This design comes from an exercise in tuning for small area and a short achievable clock period on the open sky130 flow, not from production work. Only simulation tests tie the RTL to the original design; equivalence was not proved. Power figures rest on the tool's default switching activity, not on a simulated workload.

Setup of willow:
==> flow/design.v (excerpt) <==
module mips_core (
    input  wire                         clk,
    input  wire                         reset,
    input  wire                         ins_valid,
    input  wire mips_pkg::word_t        ins,
    output logic                        wb_valid,
    output mips_pkg::reg_addr_t         wb_addr,
    output mips_pkg::word_t             wb_data,
    output logic                        branch_valid,
    output logic                        branch_taken,
    output logic                        ins_illegal
);
==> flow/config.mk <==
export PLATFORM = sky130hd
export DESIGN_NAME = mips_core
export DESIGN_NICKNAME = mips_core
export VERILOG_FILES = /design/flow/design.v
export SDC_FILE = /design/flow/constraint.sdc
export NUM_CORES = 4
export LEC_CHECK = 0
export CAP_MARGIN = 20
export CORE_MARGIN = 2
export CORE_UTILIZATION = 40
export PLACE_DENSITY = 0.5
export SETUP_SLACK_MARGIN = 5
export SLEW_MARGIN = 20
==> flow/constraint.sdc <==
create_clock -name core_clock -period 10.0 [get_ports {clk}]
set_input_delay 2.0000 -clock core_clock [delete_from_list [all_inputs] [get_ports {clk}]]
set_output_delay 2.0000 -clock core_clock [all_outputs]
set_load 0.01 [all_outputs]
run.sh (not shown) runs the stock make flow with config.mk's settings and CLKGATE_MAP_FILE= SYNTH_SCRIPT=/design/flow/synth_recipe.tcl, a recipe that flattens the netlist after the stock synthesis.
willow completed; timing, DRC and antenna clean
The inputs of maple differ from those of willow as listed below.
- SETUP_SLACK_MARGIN no longer set, was 5
==> flow/flow/run.sh (new file) <==
#!/bin/bash
# Standard layout, with timing repair aiming below the clock period: the
# setup margin makes repair_timing keep working until the slack reaches it.
set -euo pipefail
bash standard.sh SETUP_SLACK_MARGIN=6.5 > standard_flow.log 2>&1
==> flow/standard.sh (new file) <==
#!/bin/bash
# synth_recipe.tcl (not shown) runs the flow's synth.tcl, then flattens the netlist and writes it again
# the make line also repeats each setting of config.mk as NAME=value (left out here)
make -C /OpenROAD-flow-scripts/flow DESIGN_CONFIG=/design/flow/config.mk WORK_HOME=/design/flow/orfs CLKGATE_MAP_FILE= SYNTH_SCRIPT=/design/flow/synth_recipe.tcl "${@:-finish}"
removed: flow/run.sh
Notes after the runs:
- Cmp willow and maple / worst setup slack for register-to-register paths / lower: willow
- Cmp maple vs willow: largest fanout on the critical path lower in maple
- In the flow results for willow and maple, the detailed route wirelength on metal2 is smaller on willow.
- The lower clock period minus final worst setup slack came out of maple.
- From willow to maple the numbers moved as follows: average footprint of a synthesized cell saw little to no change; total power moved up; cell area rose 11%.
- Number of inserted diodes in maple is 7 higher than in willow
- Of willow and maple, the lower fraction of standard cell area in multi-input logic belongs to maple.

---

## JK
Another version of the RTL of mips_core (not shown whole).
Size: roughly 4100 cells after synthesis, about 1100 flip-flops, about 76 I/O pins, about 0.054 mm^2 of cells after synthesis.
clock: 10.0 ns
lec_check: 0
cap_margin: 20
core_margin: 2
core_utilization: 40
cts_cluster_diameter: 100
cts_cluster_size: 24
place_density: 0.5
slew_margin: 20
synth_hierarchical: 1
synth_minimum_keep_size: 0
tns_end_percent: 0
standard.sh (not shown) runs the stock make flow with config.mk's settings and CLKGATE_MAP_FILE= SYNTH_SCRIPT=/design/flow/synth_recipe.tcl, a recipe that flattens the netlist after the stock synthesis.
==> flow/flow/run.sh <==
#!/bin/bash
# Standard layout, with timing repair aiming below the clock period: the
# setup margin makes repair_timing keep working until the slack reaches it.
set -euo pipefail
bash standard.sh SETUP_SLACK_MARGIN=6.8 > standard_flow.log 2>&1
Setup changes, JK to MS
# JK
export LEC_CHECK = 0
export CAP_MARGIN = 20
export CORE_MARGIN = 2
export CORE_UTILIZATION = 40
export CTS_CLUSTER_DIAMETER = 100
export CTS_CLUSTER_SIZE = 24
export PLACE_DENSITY = 0.5
export SLEW_MARGIN = 20
export SYNTH_HIERARCHICAL = 1
export SYNTH_MINIMUM_KEEP_SIZE = 0
export TNS_END_PERCENT = 0
create_clock -name core_clock -period 10.0 [get_ports {clk}]
# MS
export LEC_CHECK = 0
export CAP_MARGIN = 20
export CORE_MARGIN = 2
export CORE_UTILIZATION = 40
export CTS_CLUSTER_DIAMETER = 100
export CTS_CLUSTER_SIZE = 24
export PLACE_DENSITY = 0.5
export SETUP_SLACK_MARGIN = 5
export SLEW_MARGIN = 20
export SYNTH_HIERARCHICAL = 1
export SYNTH_MINIMUM_KEEP_SIZE = 0
create_clock -name core_clock -period 10.0 [get_ports {clk}]
==> flow/run.sh (new file) <==
#!/bin/bash
# synth_recipe.tcl (not shown) runs the flow's synth.tcl, then flattens the netlist and writes it again
# the make line also repeats each setting of config.mk as NAME=value (left out here)
make -C /OpenROAD-flow-scripts/flow DESIGN_CONFIG=/design/flow/config.mk WORK_HOME=/design/flow/orfs CLKGATE_MAP_FILE= SYNTH_SCRIPT=/design/flow/synth_recipe.tcl finish
removed: flow/flow/run.sh
removed: flow/standard.sh
Results
- Every run (MS and JK) finished clean.
- Re synthesized-area fraction occupied by ao, oa, aoi and oai cells: no difference whatsoever between MS and JK.
- Compared with JK, MS ends up with a smaller final cell area.
- On MS: initial detailed-routing violation count is 776 lower than what JK gave.
- From JK to MS the numbers moved as follows: post-layout total power moved down; clock network power share moved up.
- In the reports for MS and JK, the larger detailed-route via count belongs to JK.
- [compare] base=JK new=MS: post-route clock period utilization higher, number of nets produced by synthesis roughly the same.
- Final wirelength, MS and JK: lower on MS
Relative to MS, the following input files were edited for AL:
# MS
export LEC_CHECK = 0
export CAP_MARGIN = 20
export CORE_MARGIN = 2
export CORE_UTILIZATION = 40
export CTS_CLUSTER_DIAMETER = 100
export CTS_CLUSTER_SIZE = 24
export PLACE_DENSITY = 0.5
export SETUP_SLACK_MARGIN = 5
export SLEW_MARGIN = 20
export SYNTH_HIERARCHICAL = 1
export SYNTH_MINIMUM_KEEP_SIZE = 0
create_clock -name core_clock -period 10.0 [get_ports {clk}]
# AL
export LEC_CHECK = 0
export CAP_MARGIN = 20
export CORE_MARGIN = 2
export CORE_UTILIZATION = 40
export CTS_CLUSTER_DIAMETER = 100
export CTS_CLUSTER_SIZE = 24
export PLACE_DENSITY = 0.5
export SLEW_MARGIN = 20
export SYNTH_HIERARCHICAL = 1
export SYNTH_MINIMUM_KEEP_SIZE = 0
create_clock -name core_clock -period 10.0 [get_ports {clk}]
==> flow/flow/run.sh (new file) <==
#!/bin/bash
# Standard layout, with timing repair aiming below the clock period: the
# setup margin makes repair_timing keep working until the slack reaches it.
set -euo pipefail
bash standard.sh SETUP_SLACK_MARGIN=6.5 > standard_flow.log 2>&1
==> flow/standard.sh (new file) <==
#!/bin/bash
# synth_recipe.tcl (not shown) runs the flow's synth.tcl, then flattens the netlist and writes it again
# the make line also repeats each setting of config.mk as NAME=value (left out here)
make -C /OpenROAD-flow-scripts/flow DESIGN_CONFIG=/design/flow/config.mk WORK_HOME=/design/flow/orfs CLKGATE_MAP_FILE= SYNTH_SCRIPT=/design/flow/synth_recipe.tcl "${@:-finish}"
removed: flow/run.sh
AL reached the final stage; the timing, DRC and antenna checks on its layout passed.
Against MS, AL comes in 1.46 ns lower on clock period minus worst slack.
Layout overhead on the synthesized area ended up 11 points higher on AL than on MS.
MS ended up with b_q[2]$_DFF_P_ as its timing endpoint of the critical path; AL ended up with wb_data[30]$_DFF_P_.
Diff AL and MS: delay contributed by the slowest stage of the critical path higher in MS
In terms of number of clock sinks, MS and AL differ only marginally.
Across both runs, share of power burned in combinational logic was higher for AL than for MS.
reg -> reg as the class of the most critical setup path was reported by AL, and in -> reg by MS.
--- input diff AL..TR ---
# AL
export LEC_CHECK = 0
export CAP_MARGIN = 20
export CORE_MARGIN = 2
export CORE_UTILIZATION = 40
export CTS_CLUSTER_DIAMETER = 100
export CTS_CLUSTER_SIZE = 24
export PLACE_DENSITY = 0.5
export SLEW_MARGIN = 20
export SYNTH_HIERARCHICAL = 1
export SYNTH_MINIMUM_KEEP_SIZE = 0
create_clock -name core_clock -period 10.0 [get_ports {clk}]
# TR
export LEC_CHECK = 0
export CAP_MARGIN = 20
export CORE_MARGIN = 2
export CORE_UTILIZATION = 40
export CTS_CLUSTER_DIAMETER = 100
export CTS_CLUSTER_SIZE = 24
export PLACE_DENSITY = 0.5
export SLEW_MARGIN = 20
export SYNTH_HIERARCHICAL = 1
export SYNTH_MINIMUM_KEEP_SIZE = 0
export TNS_END_PERCENT = 0
create_clock -name core_clock -period 10.0 [get_ports {clk}]
Across AL and TR, the outcome is the same: a clean finish for every run.
Delta(number of antenna cells inserted, TR - AL) < 0
Taking AL as the reference, in TR proportion of cell area occupied by registers saw an increase; final cell count without fillers dropped 189; cell-internal power has decreased; signed area change from the synthesized netlist to the final layout -7.5 points; total power consumption of the routed design -about 1%.
Comparing AL and TR, time the worst path needs with I/O delays and setup is higher on TR.
Taking AL as 1.0, TR lands at 0.68 on non-clock buffer count.
Setup slack in TR is smaller than in AL.
The global-route usage reported for TR is smaller than that of AL by 1.5 points.
#### Input delta (PW over TR)
--- a/flow/flow/run.sh
+++ b/flow/flow/run.sh
@@ -5 +5 @@
-bash standard.sh SETUP_SLACK_MARGIN=6.5 > standard_flow.log 2>&1
+bash standard.sh SETUP_SLACK_MARGIN=7.0 > standard_flow.log 2>&1
### Flow results
Diff TR -> PW | final weighted congestion in routability-driven placement | down slightly
Of TR and PW, TR shows the lower part of the total power dissipated in the clock network, with PW above it.
PW vs. TR: setup slack went up by 0.044 ns.

==> what the ideal ports hide <==
The flow's constraints put no driver on any port. The routed layouts listed below were extracted and timed again, unchanged, in two steps.
Step 1, drivers: a clkbuf_16 drives clk and a buf_2 each remaining input, both assumed.
Step 2 adds t to the input delays and takes it off the output delays; t is the mean of the earliest and latest rising clock arrival at the registers after step 1. Input paths then give back, and output paths get back, about the clock's delay inside the block.
a / b / c = no drivers / after step 1 / after step 2; a / b = the first two.
run | shift t [ns] | slack for setup (ns) | slew at the worst register clock pin (ns)
willow | 0.859 | 4.836 / 4.895 / 4.037 | 0.07 / 0.07
maple | 0.833 | 6.358 / 6.382 / 5.549 | 0.07 / 0.07
JK | 0.798 | 6.133 / 6.188 / 5.389 | 0.11 / 0.11
MS | 0.817 | 4.806 / 4.860 / 4.043 | 0.11 / 0.11
AL | 0.815 | 6.264 / 6.264 / 5.569 | 0.11 / 0.11
TR | 0.816 | 5.961 / 6.013 / 5.197 | 0.11 / 0.11
PW | 0.818 | 6.005 / 6.042 / 5.229 | 0.11 / 0.11
After both steps every run listed still meets setup and hold. The setup slack of maple, which loses most, moves by +0.024 ns with the drivers and by -0.809 ns with both steps.
